Source: an optimization exercise on an open RTL-to-GDS flow (aim: small area). Production flows keep margins and buffers that such runs may drop. Only simulation tests tie the RTL to the original design; equivalence was not proved. Power figures rest on the tool's default switching activity, not on a simulated workload.

the reference run:
Design risc_reg_file, start of the top module:
module risc_reg_file #(
  parameter int DATA_W = 32,
  parameter int ADDR_W = 5,
  parameter int NREG   = 32
) (
  input  logic              clk,
  input  logic              rst_n,
  input  logic [ADDR_W-1:0] rs_addr,
  input  logic [ADDR_W-1:0] rt_addr,
  output logic [DATA_W-1:0] rs_data,
  output logic [DATA_W-1:0] rt_data,
  input  logic              wr_en,
  input  logic [ADDR_W-1:0] wr_addr,
  input  logic [DATA_W-1:0] wr_data,
  input  logic              hilo_we,
  input  logic [DATA_W-1:0] mult_high_in,
  input  logic [DATA_W-1:0] mult_low_in,
  output logic [DATA_W-1:0] hi_out,
  output logic [DATA_W-1:0] lo_out,
  input  logic              flag_we,
  input  logic [3:0]        flags_in,
  output logic [3:0]        flags_out
);
export LEC_CHECK = 0
export CAP_MARGIN = 20
export CORE_MARGIN = 2
export CORE_UTILIZATION = 45
export SLEW_MARGIN = 20
export SYNTH_HIERARCHICAL = 1
create_clock -name core_clock -period 7.0 [get_ports {clk}]
standard.sh (not shown) runs the stock make flow with config.mk's settings and CLKGATE_MAP_FILE= SYNTH_SCRIPT=/design/flow/synth_recipe.tcl, a recipe that flattens the netlist after the stock synthesis.
==> flow/flow/run.sh <==
#!/bin/bash
# The standard layout, with smaller port buffers and a clock tree of
# larger sink clusters without dummy loads. Each ORFS step keeps its own log
# under orfs/logs/; make's own output goes to make.log.
set -euo pipefail
export BUFFER_PORTS_ARGS="-buffer_cell sky130_fd_sc_hd__buf_1"
export CTS_ARGS="-sink_clustering_enable -repair_clock_nets -dont_use_dummy_load -buf_list sky130_fd_sc_hd__clkbuf_16 -sink_clustering_size 30 -sink_clustering_max_diameter 80"
bash standard.sh > make.log 2>&1
The reference run: done, clean on timing, DRC and antenna
Inputs modified between the reference run and the trial run:
Settings: a change of CORE_UTILIZATION from 45 to 40.
==> comparison <==
The trial run vs the reference run, source of the critical timing path: wr_addr[4] vs rt_addr[4]. Looking at post-detailed-placement cell area, the trial run sits 160 sq um higher than the reference run does. Taking the reference run as the reference, in the trial run cell leakage power fell by 0.000062 uW; cell count went up by 181; die area higher; met2 layer usage reported by global route shrank by 9.0 points; minimum setup slack in the final design increased 48 ps. Re maximum resistive drop on vdd: the trial run is 18 uV up on the reference run. In the trial run, the delay of the slowest critical-path stage came out 360 ps below the value in the reference run.

========
== JK ==
The RTL this note starts from:
==> flow/design.v <==
module risc_reg_file #(
  parameter int DATA_W = 32,
  parameter int ADDR_W = 5,
  parameter int NREG   = 32
) (
  input  logic              clk,
  input  logic              rst_n,
  input  logic [ADDR_W-1:0] rs_addr,
  input  logic [ADDR_W-1:0] rt_addr,
  output logic [DATA_W-1:0] rs_data,
  output logic [DATA_W-1:0] rt_data,
  input  logic              wr_en,
  input  logic [ADDR_W-1:0] wr_addr,
  input  logic [DATA_W-1:0] wr_data,
  input  logic              hilo_we,
  input  logic [DATA_W-1:0] mult_high_in,
  input  logic [DATA_W-1:0] mult_low_in,
  output logic [DATA_W-1:0] hi_out,
  output logic [DATA_W-1:0] lo_out,
  input  logic              flag_we,
  input  logic [3:0]        flags_in,
  output logic [3:0]        flags_out
);
  logic [DATA_W-1:0] regs_q [1:NREG-1];
  logic [NREG-1:1]   vld_q;
  logic [NREG-1:1]   wsel;
  logic [DATA_W-1:0] hi_q, lo_q;
  logic [3:0]        flags_q;
  always_comb begin
    for (int i = 1; i < NREG; i++)
      wsel[i] = wr_en && (wr_addr == ADDR_W'(i));
  end
  always_ff @(posedge clk) begin
    for (int i = 1; i < NREG; i++)
      if (wsel[i]) regs_q[i] <= wr_data;
  end
  always_ff @(posedge clk or negedge rst_n) begin
    if (!rst_n) vld_q <= '0;
    else        vld_q <= vld_q | wsel;
  end
  always_ff @(posedge clk or negedge rst_n) begin
    if (!rst_n) begin
      hi_q    <= '0;
      lo_q    <= '0;
      flags_q <= '0;
    end else begin
      if (hilo_we) begin
        hi_q <= mult_high_in;
        lo_q <= mult_low_in;
      end
      if (flag_we) flags_q <= flags_in;
    end
  end
  logic byp_rs, byp_rt;
  logic [NREG-1:1] sel_rs, sel_rt;
  always_comb begin
    byp_rs = rst_n && wr_en && (wr_addr == rs_addr) && (rs_addr != '0);
    byp_rt = rst_n && wr_en && (wr_addr == rt_addr) && (rt_addr != '0);
    for (int i = 1; i < NREG; i++) begin
      sel_rs[i] = (rs_addr == ADDR_W'(i)) && vld_q[i] && !byp_rs;
      sel_rt[i] = (rt_addr == ADDR_W'(i)) && vld_q[i] && !byp_rt;
    end
  end
  logic [DATA_W-1:0] regs_t [NREG];
  always_comb begin
    for (int b = 0; b < DATA_W; b++) begin
      regs_t[0][b] = wr_data[b];
      for (int i = 1; i < NREG; i++)
        regs_t[i][b] = regs_q[i][b];
    end
  end
  for (genvar b = 0; b < DATA_W; b++) begin : g_rd
    logic [NREG-1:0] col;
    for (genvar i = 0; i < NREG; i++) begin : g_col
      assign col[i] = regs_t[i][b];
    end
    rf_rd_bit u_rs (.sel({sel_rs, byp_rs}), .d(col), .y(rs_data[b]));
    rf_rd_bit u_rt (.sel({sel_rt, byp_rt}), .d(col), .y(rt_data[b]));
  end
  assign hi_out    = hi_q;
  assign lo_out    = lo_q;
  assign flags_out = flags_q;
endmodule
module rf_rd_bit (
  input  logic [31:0] sel,
  input  logic [31:0] d,
  output logic        y
);
  logic [11:0] n;
  for (genvar k = 0; k < 10; k++) begin : g_aoi
    rf_aoi222 u (.a0(sel[3*k]), .b0(d[3*k]), .a1(sel[3*k+1]), .b1(d[3*k+1]),
                 .a2(sel[3*k+2]), .b2(d[3*k+2]), .y(n[k]));
  end
  rf_nand2 u_n30 (.a({sel[30], d[30]}), .y(n[10]));
  rf_nand2 u_n31 (.a({sel[31], d[31]}), .y(n[11]));
  logic [2:0] m;
  rf_nand4 u_m0 (.a(n[3:0]), .y(m[0]));
  rf_nand4 u_m1 (.a(n[7:4]), .y(m[1]));
  rf_nand4 u_m2 (.a(n[11:8]), .y(m[2]));
  rf_or3   u_o  (.a(m), .y(y));
endmodule
module rf_aoi222 (
  input  logic a0, b0, a1, b1, a2, b2,
  output logic y
);
  assign y = ~((a0 & b0) | (a1 & b1) | (a2 & b2));
endmodule
module rf_nand2 (
  input  logic [1:0] a,
  output logic       y
);
  assign y = ~&a;
endmodule
module rf_nand4 (
  input  logic [3:0] a,
  output logic       y
);
  assign y = ~&a;
endmodule
module rf_or3 (
  input  logic [2:0] a,
  output logic       y
);
  assign y = |a;
endmodule
export LEC_CHECK = 0
export CAP_MARGIN = 20
export CORE_MARGIN = 2
export CORE_UTILIZATION = 40
export SLEW_MARGIN = 20
export SYNTH_HIERARCHICAL = 1
create_clock -name core_clock -period 7.0 [get_ports {clk}]
run.sh (not shown) runs the stock make flow with config.mk's settings and CLKGATE_MAP_FILE= SYNTH_SCRIPT=/design/flow/synth_recipe.tcl, a recipe that flattens the netlist after the stock synthesis.
Stock flow here: none of the scripts above is used.
Edits applied to the flow inputs when going from JK to MS:
==> flow/flow/run.sh (new file) <==
#!/bin/bash
# The standard layout, with smaller port buffers and a clock tree of
# larger sink clusters without dummy loads. Each ORFS step keeps its own log
# under orfs/logs/; make's own output goes to make.log.
set -euo pipefail
export BUFFER_PORTS_ARGS="-buffer_cell sky130_fd_sc_hd__buf_1"
export CTS_ARGS="-sink_clustering_enable -repair_clock_nets -dont_use_dummy_load -root_buf sky130_fd_sc_hd__clkbuf_16 -buf_list sky130_fd_sc_hd__clkbuf_8 -sink_clustering_size 20 -sink_clustering_max_diameter 60"
bash standard.sh > make.log 2>&1
==> flow/standard.sh (new file) <==
#!/bin/bash
# synth_recipe.tcl (not shown) runs the flow's synth.tcl, then flattens the netlist and writes it again
# the make line also repeats each setting of config.mk as NAME=value (left out here)
make -C /OpenROAD-flow-scripts/flow DESIGN_CONFIG=/design/flow/config.mk WORK_HOME=/design/flow/orfs CLKGATE_MAP_FILE= SYNTH_SCRIPT=/design/flow/synth_recipe.tcl "${@:-finish}"
removed: flow/run.sh
- [compare] base=JK new=MS: layout overhead on the synthesized area fell by 9.1 points, cell count after placement stayed essentially flat, maximum frequency rose by 9.3%, delay of the slowest cell on the worst path fell by 0.39 ns, routed wire length fell by about 4%.
- Going from JK to MS, switching component of the power shrank by more than 10%.
- In the reports for MS and JK, the larger sum of routed wire segments on met1 belongs to JK.
- The final reports for MS and JK show fraction of area in clock buffers and inverters lower in the former.
## Diff of input files: AL against MS
Settings: CAP_MARGIN changed from 20 to 5; SLEW_MARGIN changed from 20 to 5; GPL_TIMING_DRIVEN newly set to 0.
-- flow/flow/run.sh --
<<< MS, line 7
export CTS_ARGS="-sink_clustering_enable -repair_clock_nets -dont_use_dummy_load -root_buf sky130_fd_sc_hd__clkbuf_16 -buf_list sky130_fd_sc_hd__clkbuf_8 -sink_clustering_size 20 -sink_clustering_max_diameter 60"
>>> AL, line 7
export CTS_ARGS="-sink_clustering_enable -repair_clock_nets -dont_use_dummy_load -buf_list sky130_fd_sc_hd__clkbuf_16 -sink_clustering_size 30 -sink_clustering_max_diameter 80"
Results
Summary of MS and AL: one run falls short of a clean finish, namely AL. Looking at fraction of area in multi-input gates, AL sits 0.81 points below MS. The first-iteration DRC count number comes out higher for AL vs MS. As far as remaining global-route overflow goes, MS and AL are indistinguishable; the numbers are identical. AL vs. MS: final worst-path cycle share picked up an extra 3.1 points, worst hold slack comparable, final setup slack of the worst path lower, met3 layer wire length in the routed design moved down, utilization after layout went up.
Edits applied to the flow inputs when going from AL to TR:
Settings: GPL_TIMING_DRIVEN no longer set, was 0; SLEW_MARGIN now 20, was 5; CAP_MARGIN now 20, was 5.
Findings:
TR finished end to end and its layout was clean on timing, DRC and antenna. As far as number of ordinary inverters in the final layout goes, AL and TR are indistinguishable; the numbers are identical. Compared with AL, TR shows combinational power share lower by 0.2 points. Compared with AL, TR shows a share of layout cells above drive strength 1 that is 4.3 points lower. Summary of TR over AL: final standard cell count with taps included and fillers excluded has decreased, delay of the slowest cell on the worst path shrank by 0.27 ns. TR ended with more global-route usage than AL. Taking AL as the reference, in TR via count decreased by about 1.7% relative to the old numbers; post-route cell area has decreased; minimum hold slack saw little to no change. TR: power is 0.000069 W lower than what AL reported.

-- static timing again, ports no longer ideal --
Ports are ideal in the flow. The routed layouts listed here were re-timed in OpenROAD. Step 1 assumes that a clkbuf_16 drives the clock port and a buf_2 every other input. Step 2, shift: input delay + t, output delay - t, t = (earliest + latest rising clock arrival at the registers) / 2. This alone moves slack from input paths to output paths. Slacks: ideal / step 1 / step 2; pairs: ideal / step 1.
| run | t, ns | setup slack, ns | worst setup path at the end | slew at the worst register clock pin (ns) | worst slew at a driven data input, ns |
|---|---|---|---|---|---|
| the reference run | 0.734 | 0.308 / 0.216 / 0.216 | input to output | 0.12 / 0.12 | 0.20 |
| the trial run | 0.744 | 0.357 / 0.323 / 0.323 | input to output | 0.12 / 0.12 | 0.14 |
| JK | 0.772 | 0.175 / 0.138 / 0.138 | input to output | 0.06 / 0.06 | 0.10 |
| MS | 0.688 | 0.758 / 0.726 / 0.726 | input to output | 0.12 / 0.12 | 0.14 |
| AL | 0.702 | 0.542 / 0.516 / 0.516 | input to output | 0.12 / 0.12 | 0.15 |
| TR | 0.728 | 0.737 / 0.705 / 0.705 | input to output | 0.12 / 0.12 | 0.14 |
The setup slack of the reference run, which loses most, moves by -0.092 ns with the drivers and by -0.092 ns with both steps.
